Context: an optimization exercise on an open-source flow, tuned for small area. The choices shown serve that exercise and are no tape-out recipe. Only simulation tests tie the RTL to the original design; equivalence was not proved. Power and IR drop assume default switching activity. The clock port is modelled as an ideal driver; clocking choices that lean on that would not hold on a real chip.

==> flow/design.v <==
package aes_128_key_pkg;
  localparam int KEY_WORD_W    = 64;
  localparam int NUM_ROUNDS    = 11;
  localparam int WORDS_PER_SET = 2 * NUM_ROUNDS;
  typedef logic [127:0]          round_key_t;
  typedef logic [KEY_WORD_W-1:0] key_word_t;
  typedef logic [4:0]            key_ptr_t;
  localparam key_ptr_t LAST_PTR = key_ptr_t'(WORDS_PER_SET - 1);
endpackage
module aes_128_key_bank (
  input  logic                        clk,
  input  logic                        shift,    
  input  logic                        keep,     
  input  aes_128_key_pkg::key_word_t  wdata,
  input  logic                        copy,     
  input  logic                        hold,     
  input  logic [10:0]                 sel,      
  input  logic                        par,      
  input  logic                        rdpar,    
  output aes_128_key_pkg::round_key_t rd
);
  logic [63:0]  sh  [22];
  logic [127:0] act [11];
  always_ff @(posedge clk) begin
    sh[0] <= ~((sh[0] & {64{keep}}) | ((wdata ^ {64{par}}) & {64{shift}}));
    for (int i = 1; i < 22; i++) sh[i] <= ~((sh[i] & {64{keep}}) | (sh[i-1] & {64{shift}}));
  end
  always_ff @(posedge clk) begin
    for (int r = 0; r < 11; r++)
      act[r] <= ~((act[r] & {128{hold}}) | ({sh[20-2*r], sh[21-2*r]} & {128{copy}}));
  end
  logic [127:0] gn0, gn1, gn2, rdn;
  aes_128_key_rd3 u_rd0 (.s(sel[2:0]), .d0(act[0]), .d1(act[1]), .d2(act[2]),  .yn(gn0));
  aes_128_key_rd3 u_rd1 (.s(sel[5:3]), .d0(act[3]), .d1(act[4]), .d2(act[5]),  .yn(gn1));
  aes_128_key_rd3 u_rd2 (.s(sel[8:6]), .d0(act[6]), .d1(act[7]), .d2(act[8]),  .yn(gn2));
  aes_128_key_rd2 u_rd3 (.s(sel[10:9]), .d0(act[9]), .d1(act[10]), .gn0(gn0), .gn1(gn1), .gn2(gn2), .y(rdn));
  aes_128_key_fix u_fix (.p(rdpar), .d(rdn), .y(rd));
endmodule
module aes_128_key_rd3 (
  input  logic [2:0]   s,
  input  logic [127:0] d0,
  input  logic [127:0] d1,
  input  logic [127:0] d2,
  output logic [127:0] yn
);
  assign yn = ~((d0 & {128{s[0]}}) | (d1 & {128{s[1]}}) | (d2 & {128{s[2]}}));
endmodule
module aes_128_key_rd2 (
  input  logic [1:0]   s,
  input  logic [127:0] d0,
  input  logic [127:0] d1,
  input  logic [127:0] gn0,
  input  logic [127:0] gn1,
  input  logic [127:0] gn2,
  output logic [127:0] y
);
  assign y = ~(gn0 & gn1 & gn2 & ~((d0 & {128{s[0]}}) | (d1 & {128{s[1]}})));
endmodule
module aes_128_key_fix (
  input  logic         p,
  input  logic [127:0] d,
  output logic [127:0] y
);
  assign y = d ^ {128{p}};
endmodule
module aes_128_key_store (
  input  logic         clk,
  input  logic         kill,
  input  logic         en_wr,
  input  logic [63:0]  key_round_wr,
  input  logic         switch_key,
  input  logic [3:0]   rd_round,
  output logic [127:0] rd_key,
  output logic         key_idx,
  output logic         key_valid,
  output logic         shadow_full,
  output logic         switch_err_pulse
);
  aes_128_key_pkg::key_ptr_t wp_q;
  logic        full_q;
  logic        key_idx_q;
  logic        valid_q;
  logic        err_q;
  logic        copy_q;
  logic        hold_q;
  logic [10:0] sel_q;
  logic        par_q;
  logic        switch_ok;
  assign switch_ok = switch_key && full_q && !en_wr;
  aes_128_key_bank u_bank (
    .clk   (clk),
    .shift (en_wr && !kill),
    .keep  (!en_wr),
    .wdata (key_round_wr),
    .copy  (copy_q),
    .hold  (hold_q),
    .sel   (sel_q),
    .par   (par_q),
    .rdpar (par_q && (|sel_q)),
    .rd    (rd_key)
  );
  always_ff @(posedge clk) begin
    if (kill) begin
      wp_q      <= '0;
      full_q    <= 1'b0;
      key_idx_q <= 1'b0;
      valid_q   <= 1'b0;
      err_q     <= 1'b0;
      copy_q    <= 1'b0;
      hold_q    <= 1'b0;
      sel_q     <= '0;
      par_q     <= 1'b0;
    end else begin
      err_q  <= switch_key && !switch_ok;
      par_q  <= !par_q;
      copy_q <= switch_ok;
      hold_q <= !switch_ok;
      for (int r = 0; r < 11; r++)
        sel_q[r] <= valid_q && (rd_round == 4'(r));
      if (en_wr) begin
        if (full_q) begin
          wp_q   <= aes_128_key_pkg::key_ptr_t'(1);
          full_q <= 1'b0;
        end else if (wp_q == aes_128_key_pkg::LAST_PTR) begin
          wp_q   <= '0;
          full_q <= 1'b1;
        end else begin
          wp_q <= wp_q + aes_128_key_pkg::key_ptr_t'(1);
        end
      end else if (switch_ok) begin
        wp_q      <= '0;
        full_q    <= 1'b0;
        key_idx_q <= ~key_idx_q;
        valid_q   <= 1'b1;
      end
    end
  end
  assign key_idx          = key_idx_q;
  assign key_valid        = valid_q;
  assign shadow_full      = full_q;
  assign switch_err_pulse = err_q;
endmodule
==> flow/config.mk <==
export PLATFORM = sky130hd
export DESIGN_NAME = aes_128_key_store
export DESIGN_NICKNAME = aes_128_key_store
export VERILOG_FILES = /design/flow/design.v
export SDC_FILE = /design/flow/constraint.sdc
export NUM_CORES = 4
export LEC_CHECK = 0
export CAP_MARGIN = 0
export CORE_MARGIN = 2
export CORE_UTILIZATION = 76
export CTS_BUF_LIST = sky130_fd_sc_hd__clkbuf_16
export CTS_CLUSTER_DIAMETER = 80
export CTS_CLUSTER_SIZE = 30
export SLEW_MARGIN = 0
export SYNTH_HIERARCHICAL = 1
==> flow/constraint.sdc <==
create_clock -name core_clock -period 5.0 [get_ports {clk}]
set_input_delay 1.0000 -clock core_clock [delete_from_list [all_inputs] [get_ports {clk}]]
set_output_delay 1.0000 -clock core_clock [all_outputs]
set_load 0.01 [all_outputs]
standard.sh (not shown) runs the stock make flow with config.mk's settings and CLKGATE_MAP_FILE= SYNTH_SCRIPT=/design/flow/synth_recipe.tcl, a recipe that flattens the netlist after the stock synthesis.
==> flow/flow/run.sh <==
#!/bin/bash
set -e
export BUFFER_PORTS_ARGS="-buffer_cell sky130_fd_sc_hd__buf_1"
export CTS_ARGS="-sink_clustering_enable -repair_clock_nets -sink_clustering_size 30 -sink_clustering_max_diameter 80 -buf_list sky130_fd_sc_hd__clkbuf_16 -dont_use_dummy_load"
bash standard.sh > standard.log 2>&1
The baseline completed with no timing, DRC or antenna violations.
==> next run, changes <==
==> flow/flow/run.sh (replaced) <==
#!/bin/bash
set -e
export BUFFER_PORTS_ARGS="-buffer_cell sky130_fd_sc_hd__buf_1"
export CTS_ARGS="-sink_clustering_enable -repair_clock_nets -sink_clustering_size 34 -sink_clustering_max_diameter 50 -buf_list sky130_fd_sc_hd__clkbuf_16 -dont_use_dummy_load"
bash standard.sh > standard.log 2>&1
Settings changed: CTS_CLUSTER_DIAMETER 80 to 50, CTS_CLUSTER_SIZE 30 to 34.
What happened: The changed run passed the timing, DRC and antenna checks. Sequential share of layout area came out lower by 0.94 points. Clock power grows by a quarter to a third. Final cell count goes up slightly. Power came out higher by a few percent. Setup slack degrades by 42 ps. Clock skew increases by 26 ps. Synthesized cell count stays the same. Critical path depth does not change. Count of clock-buffer cells in the layout grows by 57. Global-route usage rose by 0.45 points.

========
Starts from the design.v that is shown in full above.
Settings: LEC_CHECK=0, CAP_MARGIN=0, CORE_MARGIN=2, CORE_UTILIZATION=84, CTS_BUF_LIST=sky130_fd_sc_hd__clkbuf_16, CTS_CLUSTER_DIAMETER=80, CTS_CLUSTER_SIZE=30, SLEW_MARGIN=0, SYNTH_HIERARCHICAL=1; clock period 5.0 ns.
==> flow/flow/run.sh <==
#!/bin/bash
set -e
export BUFFER_PORTS_ARGS="-buffer_cell sky130_fd_sc_hd__buf_1"
export CTS_ARGS="-sink_clustering_enable -repair_clock_nets -sink_clustering_size 30 -sink_clustering_max_diameter 80 -buf_list sky130_fd_sc_hd__clkbuf_16 -dont_use_dummy_load"
bash standard.sh > standard.log 2>&1
The first run ran to the end with no violations.
Edit:
CORE_UTILIZATION = 70   (was 84)
The new run produced a clean layout. Register-to-register slack loses 330 ps. Sequential share of layout area goes down by 0.47 points. Via count goes down by a few percent. Final cell count goes up by a few percent.
Edit:
==> flow/flow/run.sh (replaced) <==
#!/bin/bash
set -e
export BUFFER_PORTS_ARGS="-buffer_cell sky130_fd_sc_hd__buf_1"
export CTS_ARGS="-sink_clustering_enable -repair_clock_nets -sink_clustering_size 30 -sink_clustering_max_diameter 150 -buf_list sky130_fd_sc_hd__clkbuf_16 -dont_use_dummy_load"
bash standard.sh > standard.log 2>&1
CORE_UTILIZATION = 76   (was 70)
CTS_CLUSTER_DIAMETER = 150   (was 80)
Outcome: The new run finished clean; wire length barely changes; first-iteration DRC count grows by 8.4%; clock power barely changes; sequential power is about the same; setup slack gets worse by 140 ps; utilization grows by 6.1 points; clock skew hardly moves; clock-buffer cell count shrinks by 4; worst hold slack gets better by 11 ps; power shrinks by 0.42%; flip-flop and latch count does not change.

========
Another version of the RTL of aes_128_key_store (not shown whole).
For scale: about 3,800 cells after synthesis, ~2,800 flip-flops, ~200 I/O pins, about 92,000 um^2 of cells after synthesis.
make LEC_CHECK=0 CAP_MARGIN=20 CORE_MARGIN=2 CORE_UTILIZATION=40 SLEW_MARGIN=20 finish   # period 5.0 ns
run.sh (not shown) runs the stock make flow with config.mk's settings and CLKGATE_MAP_FILE= SYNTH_SCRIPT=/design/flow/synth_recipe.tcl, a recipe that flattens the netlist after the stock synthesis.
Stock flow here: none of the scripts above is used.
The starting point ran to the end with no violations.
Rerun with:
Settings changed: CORE_UTILIZATION 40 to 60, CTS_BUF_LIST set to sky130_fd_sc_hd__clkbuf_8, CTS_CLUSTER_SIZE set to 30.
=> Final cell count shrinks by 10%; non-clock buffer count fell by 25; final area is lower by about 2.7%.
Rerun with:
Settings changed: CTS_BUF_LIST sky130_fd_sc_hd__clkbuf_8 to sky130_fd_sc_hd__clkbuf_16, CTS_CLUSTER_DIAMETER set to 80.
=>
- The new run passed the timing, DRC and antenna checks
- total power falls by roughly a tenth
- final area falls by a few percent
- utilization falls by 2.6 points
- clock-buffer cell count falls by 313
Rerun with:
Settings changed: CTS_BUF_LIST sky130_fd_sc_hd__clkbuf_16 to sky130_fd_sc_hd__clkbuf_4, CTS_CLUSTER_DIAMETER 80 to unset, CTS_CLUSTER_SIZE 30 to unset.
- clock skew goes up by 0.041 ns
- cell area went up by 4.3%
- synthesized area does not change
- global-route usage climbs by 1.5 points
- via count rises by 9.3%
- register-to-register slack hardly moves
- non-clock buffer count went up by 3

## afterwards: timing with drivers on the ports
The results above use ideal ports. As a check the final layouts listed here were re-extracted and re-timed, cells and wires unchanged. Step 1, drivers: a clkbuf_16 drives clk and a buf_2 each remaining input, both assumed. Step 2 adds t to the input delays and takes it off the output delays; t is the mean of the earliest and latest rising clock arrival at the registers after step 1. Input paths then give back, and output paths get back, about the clock's delay inside the block. a / b / c = ideal / step 1 / step 2; a / b = the first two.
run	shift t [ns]	slack for setup (ns)	hold WS [ns]
the first run of note 1	0.804	0.600 / 0.522 / 1.326	0.443 / 0.443 / 0.443
the second run of note 1	0.877	0.559 / 0.477 / 1.353	0.393 / 0.393 / 0.393
the first run of note 2	0.796	0.517 / 0.437 / 1.233	0.442 / 0.442 / 0.442
the second run of note 2	0.816	0.761 / 0.680 / 1.496	0.422 / 0.422 / 0.422
the third run of note 2	0.803	0.623 / 0.542 / 1.345	0.433 / 0.433 / 0.433
the first run of note 3	0.974	0.611 / 0.529 / 1.242	0.376 / 0.376 / 0.376
the second run of note 3	1.039	0.375 / 0.300 / 1.339	0.387 / 0.387 / 0.387
the third run of note 3	0.842	0.590 / 0.503 / 1.345	0.414 / 0.414 / 0.414
the fourth run of note 3	1.379	0.260 / 0.186 / 1.390	0.230 / 0.190 / 0.390
After both steps setup and hold are still met in every run listed.
